Context: an optimization exercise on an open-source flow, tuned for small area, a short achievable clock period and few clock cycles per item. The choices shown serve that exercise and are no tape-out recipe.

==> run a <==
// spmm_top
module spmm_top (
    input  logic              clk,
    input  logic              reset,
    input  logic              load_en,
    input  logic              load_sel,
    input  spmm_pkg::idx_t    load_addr,
    input  spmm_pkg::elem_t   load_data,
    input  spmm_pkg::prec_t   precision,
    input  logic              start,
    output logic              busy,
    output logic              done,
    output logic              sel_valid,
    output spmm_pkg::engine_t sel_engine,
    output spmm_pkg::cnt_t    macs_executed,
    output spmm_pkg::cnt_t    macs_skipped,
    input  spmm_pkg::idx_t    result_addr,
    output spmm_pkg::prod_t   result_data
);
    logic [16*8-1:0] a_flat;
    logic [16*8-1:0] b_flat;
    logic [15:0]     a_nz;
    logic [15:0]     b_nz;
    logic            c_clear;
    logic [3:0]      mac_neg;
    logic [3:0]      mac_one;
    logic [3:0]      mac_two;
    logic [4*8-1:0]  mac_b;
    logic            mac_cont;
    logic            wr_valid;
    logic [1:0]      wr_row;
    logic [4*16-1:0] c_row;
    operand_store u_operands (
        .clk       (clk),
        .load_en   (load_en),
        .load_sel  (load_sel),
        .load_addr (load_addr),
        .load_data (load_data),
        .a_flat    (a_flat),
        .b_flat    (b_flat),
        .a_nz      (a_nz),
        .b_nz      (b_nz)
    );
    spmm_control u_control (
        .clk           (clk),
        .reset         (reset),
        .start         (start),
        .precision     (precision),
  ...
==> module operand_store, before the edit <==
module operand_store (
    input  logic            clk,
    input  logic            load_en,
    input  logic            load_sel,
    input  spmm_pkg::idx_t  load_addr,
    input  spmm_pkg::elem_t load_data,
    output logic [16*8-1:0] a_flat,
    output logic [16*8-1:0] b_flat,
    output logic [15:0]     a_nz,
    output logic [15:0]     b_nz
);
    spmm_pkg::elem_t mem_a [16];
    spmm_pkg::elem_t mem_b [16];
    always_ff @(posedge clk) begin
        for (int e = 0; e < 16; e++) begin
            if (load_en && !load_sel && load_addr == e) mem_a[e] <= load_data;
            if (load_en && load_sel && load_addr == e) mem_b[e] <= load_data;
        end
    end
    always_comb begin
        for (int e = 0; e < 16; e++) begin
            a_flat[8*e +: 8] = mem_a[e];
            b_flat[8*e +: 8] = mem_b[e];
            a_nz[e] = (mem_a[e] != '0);
            b_nz[e] = (mem_b[e] != '0);
        end
    end
endmodule
==> module spmm_control, before the edit <==
module spmm_control (
    input  logic              clk,
    input  logic              reset,
    input  logic              start,
    input  spmm_pkg::prec_t   precision,
    input  logic [16*8-1:0]   a_flat,
    input  logic [16*8-1:0]   b_flat,
    input  logic [15:0]       a_nz,
    input  logic [15:0]       b_nz,
    output logic              busy,
    output logic              done,
    output logic              sel_valid,
    output spmm_pkg::engine_t sel_engine,
    output spmm_pkg::cnt_t    macs_executed,
    output spmm_pkg::cnt_t    macs_skipped,
    output logic              c_clear,
    output logic [3:0]        mac_neg,
    output logic [3:0]        mac_one,
    output logic [3:0]        mac_two,
    output logic [4*8-1:0]    mac_b,
    output logic              mac_cont,
    output logic              wr_valid,
    output logic [1:0]        wr_row
);
    logic [15:0] pending;
    logic [15:0] src;
    logic [15:0] pick;
    logic [15:0] pick_below;    
    logic [1:0]  pick_row;
    logic [1:0]  pick_k;
    logic [7:0]  pick_a;
    logic [31:0] pick_b;
    logic [2:0]  pick_cnt;
    logic [3:0]  b_row_any;
    logic [2:0]  b_row_cnt [4];
    logic        mac_valid;
    logic [1:0]  mac_row;
    logic [2:0]  mac_cnt;
    logic [1:0]  sel_row;
    logic [6:0]  exec_cnt;
    logic [6:0]  skip_cnt;
    spmm_pkg::engine_t row_eng [4];
    logic        launch;
    logic        finish;
    for (genvar k = 0; k < 4; k++) begin : g_brow
        assign b_row_any[k] = |b_nz[4*k +: 4];
        assign b_row_cnt[k] = 3'(b_nz[4*k]) + 3'(b_nz[4*k+1]) + 3'(b_nz[4*k+2]) + 3'(b_nz[4*k+3]);
    end
    for (genvar r = 0; r < 4; r++) begin : g_class
        row_sparsity u_class (
            .nz        (a_nz[4*r +: 4]),
            .precision (precision),
            .engine    (row_eng[r])
        );
    end
    always_comb begin
        pick_below[0] = src[0];
        for (int e = 1; e < 16; e++) pick_below[e] = pick_below[e-1] | src[e];
    end
    always_comb begin
        for (int e = 0; e < 16; e++) src[e] = busy ? pending[e] : (a_nz[e] & b_row_any[e % 4]);
        pick = src & ~{pick_below[14:0], 1'b0};
        pick_row = '0;
        pick_k = '0;
        pick_a = '0;
        for (int e = 0; e < 16; e++) begin
            pick_row |= pick[e] ? 2'(e / 4) : 2'd0;
            pick_k |= pick[e] ? 2'(e % 4) : 2'd0;
            pick_a |= pick[e] ? a_flat[8*e +: 8] : 8'd0;
        end
        pick_b = '0;
        pick_cnt = '0;
        for (int k = 0; k < 4; k++) begin
            pick_b |= (src[k] | src[k+4] | src[k+8] | src[k+12]) && pick_k == k ? b_flat[32*k +: 32] : 32'd0;
            pick_cnt |= pick_k == k ? b_row_cnt[k] : 3'd0;
        end
    end
    assign launch = start && !busy;
    assign c_clear = launch;
    assign finish = busy && pending == '0 && !mac_valid && (!sel_valid || sel_row[1]);
    always_ff @(posedge clk or posedge reset) begin
        if (reset) begin
            busy <= 1'b0;
            done <= 1'b0;
            sel_valid <= 1'b0;
            sel_row <= '0;
            exec_cnt <= '0;
            skip_cnt <= '0;
            mac_valid <= 1'b0;
            wr_valid <= 1'b0;
        end else begin
            done <= 1'b0;
            mac_valid <= (launch || busy) && src != '0;
            wr_valid <= mac_valid;
            if (launch) begin
                busy <= 1'b1;
                sel_valid <= 1'b1;
                sel_row <= '0;
                exec_cnt <= '0;
                skip_cnt <= 7'd64;
            end else begin
                if (sel_valid) begin
                    sel_row <= sel_row + 1'b1;
                    if (sel_row == 2'd3) sel_valid <= 1'b0;
                end
                if (finish) begin
                    busy <= 1'b0;
                    done <= 1'b1;
                end
                if (mac_valid) begin
                    exec_cnt <= exec_cnt + 7'(mac_cnt);
                    skip_cnt <= skip_cnt - 7'(mac_cnt);
                end
            end
        end
    end
    always_ff @(posedge clk) begin
        pending <= src & ~pick;
        mac_row <= pick_row;
        mac_cnt <= pick_cnt;
        mac_cont <= busy && mac_valid && mac_row == pick_row;
        mac_b <= pick_b;
        for (int d = 0; d < 4; d++) begin
            logic b2, b1, b0;
            b2 = pick_a[2*d+1];
            b1 = pick_a[2*d];
            b0 = (d == 0) ? 1'b0 : pick_a[2*d-1];
            mac_neg[d] <= b2 & ~(b1 & b0);
            mac_one[d] <= b1 ^ b0;
            mac_two[d] <= (b2 & ~b1 & ~b0) | (~b2 & b1 & b0);
        end
        wr_row <= mac_row;
        if (launch) sel_engine <= row_eng[0];
        else if (sel_valid) sel_engine <= row_eng[sel_row + 2'd1];
    end
    assign macs_executed = {1'b0, exec_cnt};
    assign macs_skipped = {1'b0, skip_cnt};
endmodule
clock: 7.0 ns
lec_check: 0
cap_margin: 20
core_margin: 2
core_utilization: 40
setup_slack_margin: 4.0
slew_margin: 20
run.sh (not shown) runs the stock make flow with config.mk's settings and CLKGATE_MAP_FILE= SYNTH_SCRIPT=/design/flow/synth_recipe.tcl, a recipe that flattens the netlist after the stock synthesis.
==> inputs of run b, as changes to run a <==
--- a/flow/design.v
+++ b/flow/design.v
@@ -37,18 +37,24 @@
 );
     spmm_pkg::elem_t mem_a [16];
     spmm_pkg::elem_t mem_b [16];
+    logic            data_nz;
+    assign data_nz = (load_data != '0);
     always_ff @(posedge clk) begin
         for (int e = 0; e < 16; e++) begin
-            if (load_en && !load_sel && load_addr == e) mem_a[e] <= load_data;
-            if (load_en && load_sel && load_addr == e) mem_b[e] <= load_data;
+            if (load_en && !load_sel && load_addr == e) begin
+                mem_a[e] <= load_data;
+                a_nz[e] <= data_nz;
+            end
+            if (load_en && load_sel && load_addr == e) begin
+                mem_b[e] <= load_data;
+                b_nz[e] <= data_nz;
+            end
         end
     end
     always_comb begin
         for (int e = 0; e < 16; e++) begin
             a_flat[8*e +: 8] = mem_a[e];
             b_flat[8*e +: 8] = mem_b[e];
-            a_nz[e] = (mem_a[e] != '0);
-            b_nz[e] = (mem_b[e] != '0);
         end
     end
 endmodule
@@ -476,7 +482,7 @@
     logic [15:0] pick;
     logic [15:0] pick_below;    
     logic [1:0]  pick_row;
-    logic [1:0]  pick_k;
+    logic [3:0]  pick_k_hot;
     logic [7:0]  pick_a;
     logic [31:0] pick_b;
     logic [2:0]  pick_cnt;
@@ -510,18 +516,17 @@
         for (int e = 0; e < 16; e++) src[e] = busy ? pending[e] : (a_nz[e] & b_row_any[e % 4]);
         pick = src & ~{pick_below[14:0], 1'b0};
         pick_row = '0;
-        pick_k = '0;
         pick_a = '0;
         for (int e = 0; e < 16; e++) begin
             pick_row |= pick[e] ? 2'(e / 4) : 2'd0;
-            pick_k |= pick[e] ? 2'(e % 4) : 2'd0;
             pick_a |= pick[e] ? a_flat[8*e +: 8] : 8'd0;
         end
         pick_b = '0;
         pick_cnt = '0;
         for (int k = 0; k < 4; k++) begin
-            pick_b |= (src[k] | src[k+4] | src[k+8] | src[k+12]) && pick_k == k ? b_flat[32*k +: 32] : 32'd0;
-            pick_cnt |= pick_k == k ? b_row_cnt[k] : 3'd0;
+            pick_k_hot[k] = pick[k] | pick[k+4] | pick[k+8] | pick[k+12];
+            pick_b |= pick_k_hot[k] ? b_flat[32*k +: 32] : 32'd0;
+            pick_cnt |= pick_k_hot[k] ? b_row_cnt[k] : 3'd0;
         end
     end
     assign launch = start && !busy;
- SETUP_SLACK_MARGIN: 4.0 -> 4.5
==> notes <==
Run a completed with no timing, DRC or antenna violations. Run b finished with timing, DRC and antenna clean. In run b the flip-flop and latch count is higher than in run a, by 32. Of run b and run a, run b has the higher register-to-register slack (gap 0.70 ns). In run a the global-route usage is lower than in run b, by 1.2 points. In run a the clock skew is higher than in run b, by 0.034 ns. In run b the first-iteration DRC count is larger than in run a, by 1.3%. Worst setup slack: run a is lower than run b (0.70 ns). Against run b, the design area of run a is lower by about 8%. In run b the core utilization is higher than in run a, by 3.8 points. Against run b, the critical path depth of run a is lower by 1.
==> figures <==
Run status: run a timing/DRC/antenna clean; run b timing/DRC/antenna clean
Floorplan core area: run a 0.09139 sq mm; run b 0.09180 sq mm
Global-route wire length before repair: run a 151.9 mm; run b 158.7 mm
Final-layout worst hold slack: run a 0.3619 ns; run b 0.3703 ns
Skew final: run a 0.06432 ns; run b 0.03046 ns
Worst reg2reg setup slack: run a 3.06 ns; run b 3.76 ns
Syn Area/Cell: run a 12.44 sq um; run b 13.04 sq um
Iteration-0 DRC Markers: run a 2316; run b 2347
Async S/R FF share, synth: run a 2.815%; run b 2.699%
Initial cell density of the core: run a 40.20%; run b 40.37%
GRT met1 Usage: run a 27.87%; run b 28.00%
Proportion of layout cells with a drive suffix above 1: run a 19.43%; run b 33.13%
Layout net count: run a 3457; run b 3444
Fraction of area in multi-input gates: run a 37.23%; run b 35.69%
Number of fill cells in the layout: run a 7992; run b 7509
Seq/Total Area, Yosys: run a 54.95%; run b 57.06%
Fin cells: run a 4388; run b 4436
Function was not checked in any run of this note: the RTL went through the layout flow alone.

what the ideal ports hide:
The results above use ideal ports. As a check the final layouts listed here were re-extracted and re-timed, cells and wires unchanged. Step 1 sets driving cells, clkbuf_16 on the clock port and buf_2 on the other inputs (assumed; they add their load-dependent delay and slew). Step 2, shift: input delay + t, output delay - t, t = (earliest + latest rising clock arrival at the registers) / 2. This alone moves slack from input paths to output paths. Slacks: ideal ports / drivers / drivers and shift; pairs: ideal ports / drivers.
run	t (ns)	setup WS [ns]	slew at the worst register clock pin (ns)	pins driven straight from the clock port
run a	0.703	3.056 / 3.056 / 3.056	0.06 / 0.06	1
run b	0.714	3.755 / 3.755 / 3.755	0.07 / 0.07	1
After both steps every run listed still meets setup and hold.
